Source: an optimization exercise on an open RTL-to-GDS flow (aim: small area and a short achievable clock period). Production flows keep margins and buffers that such runs may drop.
Only simulation tests tie the RTL to the original design; equivalence was not proved.

tundra:
## squeeze_top
module squeeze_top (
	input  logic                             clk,
	input  logic                             arst_n,
	input  logic                             en,
	input  logic [16-1:0]            ifm,
	input  logic                             ram_feedback,
	output logic [4*16-1:0] ofm,
	output logic                             sample,
	output logic                             finish
);
	logic [2:0]            chan;
	logic                  xval;
	logic [2:0]            xchan;
	logic                  first;
	logic [16-1:0] x;
	logic [18:0]           m1, m3, m5;
	squeeze_ctrl ctrl_i (
		.clk          (clk),
		.arst_n       (arst_n),
		.en           (en),
		.ram_feedback (ram_feedback),
		.chan         (chan),
		.xval         (xval),
		.xchan        (xchan),
		.first        (first),
		.sample       (sample),
		.finish       (finish)
	);
	always_ff @(posedge clk) begin
		x <= ifm ^ {16{~chan[1]}};
	end
	assign m1 = {{3{x[15]}}, x};
	assign m3 = m1 + (m1 << 1);
	assign m5 = m1 + (m1 << 2);
	genvar l;
	generate
		for (l = 0; l < 4; l++) begin : g_lane
			logic [18:0]          op;
			logic [21-1:0] acc;
			coef_rom #(.LANE(l)) sel_i (
				.clk    (clk),
				.xval   (xval),
				.xchan  (xchan),
				.m1     (m1),
				.m3     (m3),
				.m5     (m5),
				.op     (op)
			);
			mac_lane #(.LANE(l)) mac_i (
				.clk   (clk),
				.first (first),
				.op    ({{(21-19){op[18]}}, op}),
				.acc   (acc)
			);
			requant rq_i (
				.acc (acc),
				.q   (ofm[l*16 +: 16])
			);
		end
	endgenerate
endmodule
==> module coef_rom, before the edit <==
module coef_rom #(
	parameter int LANE = 0
) (
	input  logic          clk,
	input  logic          xval,
	input  logic [2:0]    xchan,
	input  logic [18:0]   m1,
	input  logic [18:0]   m3,
	input  logic [18:0]   m5,
	output logic [18:0]   op
);
	logic [6:1] s_p_q, s_n_q;
	always_comb begin
		s_p_q = '0;
		s_n_q = '0;
		for (int c = 0; c < 8; c++) begin
			if (xval && xchan == c) begin
				for (int a = 1; a <= 6; a++) begin
					if (squeeze_pkg::wk(LANE, c) == a || squeeze_pkg::wk(LANE, c) == -a) begin
						if ((squeeze_pkg::wk(LANE, c) < 0) == (squeeze_pkg::wk(0, c) < 0))
							s_p_q[a] = 1'b1;
						else
							s_n_q[a] = 1'b1;
					end
				end
			end
		end
	end
	logic [18:0] mul [6:1];
	logic [18:0] t;
	assign mul[1] = m1;
	assign mul[2] = m1 << 1;
	assign mul[3] = m3;
	assign mul[4] = m1 << 2;
	assign mul[5] = m5;
	assign mul[6] = m3 << 1;
	always_comb begin
		t = '0;
		for (int a = 1; a <= 6; a++) begin
			t = t | ({19{s_p_q[a]}} & mul[a])
			      | ({19{s_n_q[a]}} & ~mul[a]);
		end
	end
	always_ff @(posedge clk) begin
		op <= t;
	end
endmodule
==> module squeeze_ctrl, before the edit <==
module squeeze_ctrl (
	input  logic       clk,
	input  logic       arst_n,
	input  logic       en,
	input  logic       ram_feedback,
	output logic [2:0] chan,
	output logic       xval,
	output logic [2:0] xchan,
	output logic       first,
	output logic       sample,
	output logic       finish
);
	localparam int NPIX = 3 * 3;
	logic       last2;
	logic [3:0] pix_cnt;
	logic       layer_end;
	logic       fb_seen;
	always_ff @(posedge clk or negedge arst_n) begin
		if (!arst_n) begin
			chan   <= 3'd0;
			xval   <= 1'b0;
			xchan  <= 3'd0;
			first  <= 1'b0;
			last2  <= 1'b0;
			sample <= 1'b0;
		end else begin
			if (en) chan <= chan + 3'd1;
			xval   <= en;
			xchan  <= chan;
			first  <= xval && (xchan == 3'd0);
			last2  <= xval && (xchan == 3'd7);
			sample <= last2;
		end
	end
	always_ff @(posedge clk or negedge arst_n) begin
		if (!arst_n) begin
			pix_cnt   <= '0;
			layer_end <= 1'b0;
		end else if (last2 && !layer_end) begin
			pix_cnt <= pix_cnt + 1'b1;
			if (pix_cnt == NPIX - 1) layer_end <= 1'b1;
		end
	end
	always_ff @(posedge clk or negedge arst_n) begin
		if (!arst_n) begin
			fb_seen <= 1'b0;
		end else if (ram_feedback) begin
			fb_seen <= 1'b1;
		end
	end
	assign finish = layer_end && !fb_seen;
endmodule
==> module squeeze_top, before the edit <==
module squeeze_top (
	input  logic                             clk,
	input  logic                             arst_n,
	input  logic                             en,
	input  logic [16-1:0]            ifm,
	input  logic                             ram_feedback,
	output logic [4*16-1:0] ofm,
	output logic                             sample,
	output logic                             finish
);
	logic [2:0]            chan;
	logic                  xval;
	logic [2:0]            xchan;
	logic                  first;
	logic [16-1:0] x;
	logic [18:0]           m1, m3, m5;
	squeeze_ctrl ctrl_i (
		.clk          (clk),
		.arst_n       (arst_n),
		.en           (en),
		.ram_feedback (ram_feedback),
		.chan         (chan),
		.xval         (xval),
		.xchan        (xchan),
		.first        (first),
		.sample       (sample),
		.finish       (finish)
	);
	always_ff @(posedge clk) begin
		x <= ifm ^ {16{~chan[1]}};
	end
	assign m1 = {{3{x[15]}}, x};
	assign m3 = m1 + (m1 << 1);
	assign m5 = m1 + (m1 << 2);
	genvar l;
	generate
		for (l = 0; l < 4; l++) begin : g_lane
			logic [18:0]          op;
			logic [21-1:0] acc;
			coef_rom #(.LANE(l)) sel_i (
				.clk    (clk),
				.xval   (xval),
				.xchan  (xchan),
				.m1     (m1),
				.m3     (m3),
				.m5     (m5),
				.op     (op)
			);
			mac_lane #(.LANE(l)) mac_i (
				.clk   (clk),
				.first (first),
				.op    ({{(21-19){op[18]}}, op}),
				.acc   (acc)
			);
			requant rq_i (
				.acc (acc),
				.q   (ofm[l*16 +: 16])
			);
		end
	endgenerate
endmodule
export LEC_CHECK = 0
export ABC_AREA = 1
export CAP_MARGIN = 20
export CORE_MARGIN = 2
export CORE_UTILIZATION = 40
export PLACE_DENSITY = 0.45
export SETUP_SLACK_MARGIN = 4.9
export SLEW_MARGIN = 20
create_clock -name core_clock -period 7.5 [get_ports {clk}]
standard.sh (not shown) runs the stock make flow with config.mk's settings and CLKGATE_MAP_FILE= SYNTH_SCRIPT=/design/flow/synth_recipe.tcl, a recipe that flattens the netlist after the stock synthesis.
==> flow/flow/run.sh <==
#!/bin/bash
set -euo pipefail
bash standard.sh \
  "BUFFER_PORTS_ARGS=-buffer_cell sky130_fd_sc_hd__buf_2" \
  "MATCH_CELL_FOOTPRINT=0" \
  "CTS_ARGS=-repair_clock_nets -dont_use_dummy_load -root_buf sky130_fd_sc_hd__clkbuf_16 -buf_list {sky130_fd_sc_hd__clkbuf_8}" \
  finish > make_finish.log 2>&1
For yarrow, these inputs were changed with respect to tundra:
-- flow/design.v --
<<< tundra, line 32
) (
	input  logic          clk,
	input  logic          xval,
	input  logic [2:0]    xchan,
	input  logic [18:0]   m1,
	input  logic [18:0]   m3,
>>> yarrow, line 32
) (
	input  logic          clk,
	input  logic          arst_n,
	input  logic          en,
	input  logic [2:0]    chan,
	input  logic [18:0]   m1,
	input  logic [18:0]   m3,
<<< tundra, line 39
	output logic [18:0]   op
);
	logic [6:1] s_p_q, s_n_q;
	always_comb begin
		s_p_q = '0;
		s_n_q = '0;
		for (int c = 0; c < 8; c++) begin
			if (xval && xchan == c) begin
				for (int a = 1; a <= 6; a++) begin
					if (squeeze_pkg::wk(LANE, c) == a || squeeze_pkg::wk(LANE, c) == -a) begin
						if ((squeeze_pkg::wk(LANE, c) < 0) == (squeeze_pkg::wk(0, c) < 0))
							s_p_q[a] = 1'b1;
						else
							s_n_q[a] = 1'b1;
					end
				end
			end
		end
	end
>>> yarrow, line 40
	output logic [18:0]   op
);
	logic [6:1] s_p_d, s_p_q, s_n_d, s_n_q;
	always_comb begin
		s_p_d = '0;
		s_n_d = '0;
		for (int c = 0; c < 8; c++) begin
			if (en && chan == c) begin
				for (int a = 1; a <= 6; a++) begin
					if (squeeze_pkg::wk(LANE, c) == a || squeeze_pkg::wk(LANE, c) == -a) begin
						if ((squeeze_pkg::wk(LANE, c) < 0) == (squeeze_pkg::wk(0, c) < 0))
							s_p_d[a] = 1'b1;
						else
							s_n_d[a] = 1'b1;
					end
				end
			end
		end
	end
	always_ff @(posedge clk or negedge arst_n) begin
		if (!arst_n) begin
			s_p_q <= '0;
			s_n_q <= '0;
		end else begin
			s_p_q <= s_p_d;
			s_n_q <= s_n_d;
		end
	end
<<< tundra, line 105
	input  logic       ram_feedback,
	output logic [2:0] chan,
	output logic       xval,
	output logic [2:0] xchan,
	output logic       first,
	output logic       sample,
>>> yarrow, line 115
	input  logic       ram_feedback,
	output logic [2:0] chan,
	output logic       first,
	output logic       sample,
<<< tundra, line 112
);
	localparam int NPIX = 3 * 3;
	logic       last2;
	logic [3:0] pix_cnt;
	logic       layer_end;
>>> yarrow, line 120
);
	localparam int NPIX = 3 * 3;
	logic       first1;
	logic       last1, last2;
	logic [3:0] pix_cnt;
	logic       layer_end;
<<< tundra, line 119
		if (!arst_n) begin
			chan   <= 3'd0;
			xval   <= 1'b0;
			xchan  <= 3'd0;
			first  <= 1'b0;
			last2  <= 1'b0;
			sample <= 1'b0;
		end else begin
			if (en) chan <= chan + 3'd1;
			xval   <= en;
			xchan  <= chan;
			first  <= xval && (xchan == 3'd0);
			last2  <= xval && (xchan == 3'd7);
			sample <= last2;
		end
>>> yarrow, line 128
		if (!arst_n) begin
			chan   <= 3'd0;
			first1 <= 1'b0;
			first  <= 1'b0;
			last1  <= 1'b0;
			last2  <= 1'b0;
			sample <= 1'b0;
		end else begin
			if (en) chan <= chan + 3'd1;
			first1 <= en && (chan == 3'd0);
			first  <= first1;
			last1  <= en && (chan == 3'd7);
			last2  <= last1;
			sample <= last2;
		end
<<< tundra, line 163
);
	logic [2:0]            chan;
	logic                  xval;
	logic [2:0]            xchan;
	logic                  first;
	logic [16-1:0] x;
>>> yarrow, line 172
);
	logic [2:0]            chan;
	logic                  first;
	logic [16-1:0] x;
<<< tundra, line 174
		.ram_feedback (ram_feedback),
		.chan         (chan),
		.xval         (xval),
		.xchan        (xchan),
		.first        (first),
		.sample       (sample),
>>> yarrow, line 181
		.ram_feedback (ram_feedback),
		.chan         (chan),
		.first        (first),
		.sample       (sample),
<<< tundra, line 193
			coef_rom #(.LANE(l)) sel_i (
				.clk    (clk),
				.xval   (xval),
				.xchan  (xchan),
				.m1     (m1),
				.m3     (m3),
>>> yarrow, line 198
			coef_rom #(.LANE(l)) sel_i (
				.clk    (clk),
				.arst_n (arst_n),
				.en     (en),
				.chan   (chan),
				.m1     (m1),
				.m3     (m3),
Findings:
Comparing yarrow and tundra, register cell area after layout is lower on tundra. Footprint of the multi-input gates, yarrow and tundra: lower on yarrow. Start point of the critical path: g_lane[1].mac_i.acc[20] -> yarrow, g_lane[2].mac_i.acc[20] -> tundra. yarrow closes out successfully: all stages finished, all timing, DRC and antenna checks passed. Per the comparison of yarrow with tundra, final wirelength has increased; synthesized cell count went up by 1.8%; met3 track utilization from global routing saw an increase; post-synthesis mux area share flat.

re-timing with driven ports:
In the flow no input, the clock included, has a driving cell. The finished layouts below were timed again as built, in two steps.
Step 1 sets driving cells, clkbuf_16 on the clock port and buf_2 on the other inputs (assumed; they add their load-dependent delay and slew).
Step 2 adds t to the input delays and takes it off the output delays; t is the mean of the earliest and latest rising clock arrival at the registers after step 1. Input paths then give back, and output paths get back, about the clock's delay inside the block.
a / b / c = no drivers / after step 1 / after step 2; a / b = the first two.
| run | shift t [ns] | setup slack, ns | worst register clock-pin slew, ns | worst data-port slew with drivers (ns) | cell pins on the clock port's net |
|---|---|---|---|---|---|
| tundra | 0.460 | 4.867 / 4.810 / 4.957 | 0.10 / 0.10 | 0.03 | 1 |
| yarrow | 0.457 | 4.874 / 4.818 / 4.982 | 0.11 / 0.11 | 0.04 | 1 |
After both steps every run listed still meets setup and hold.
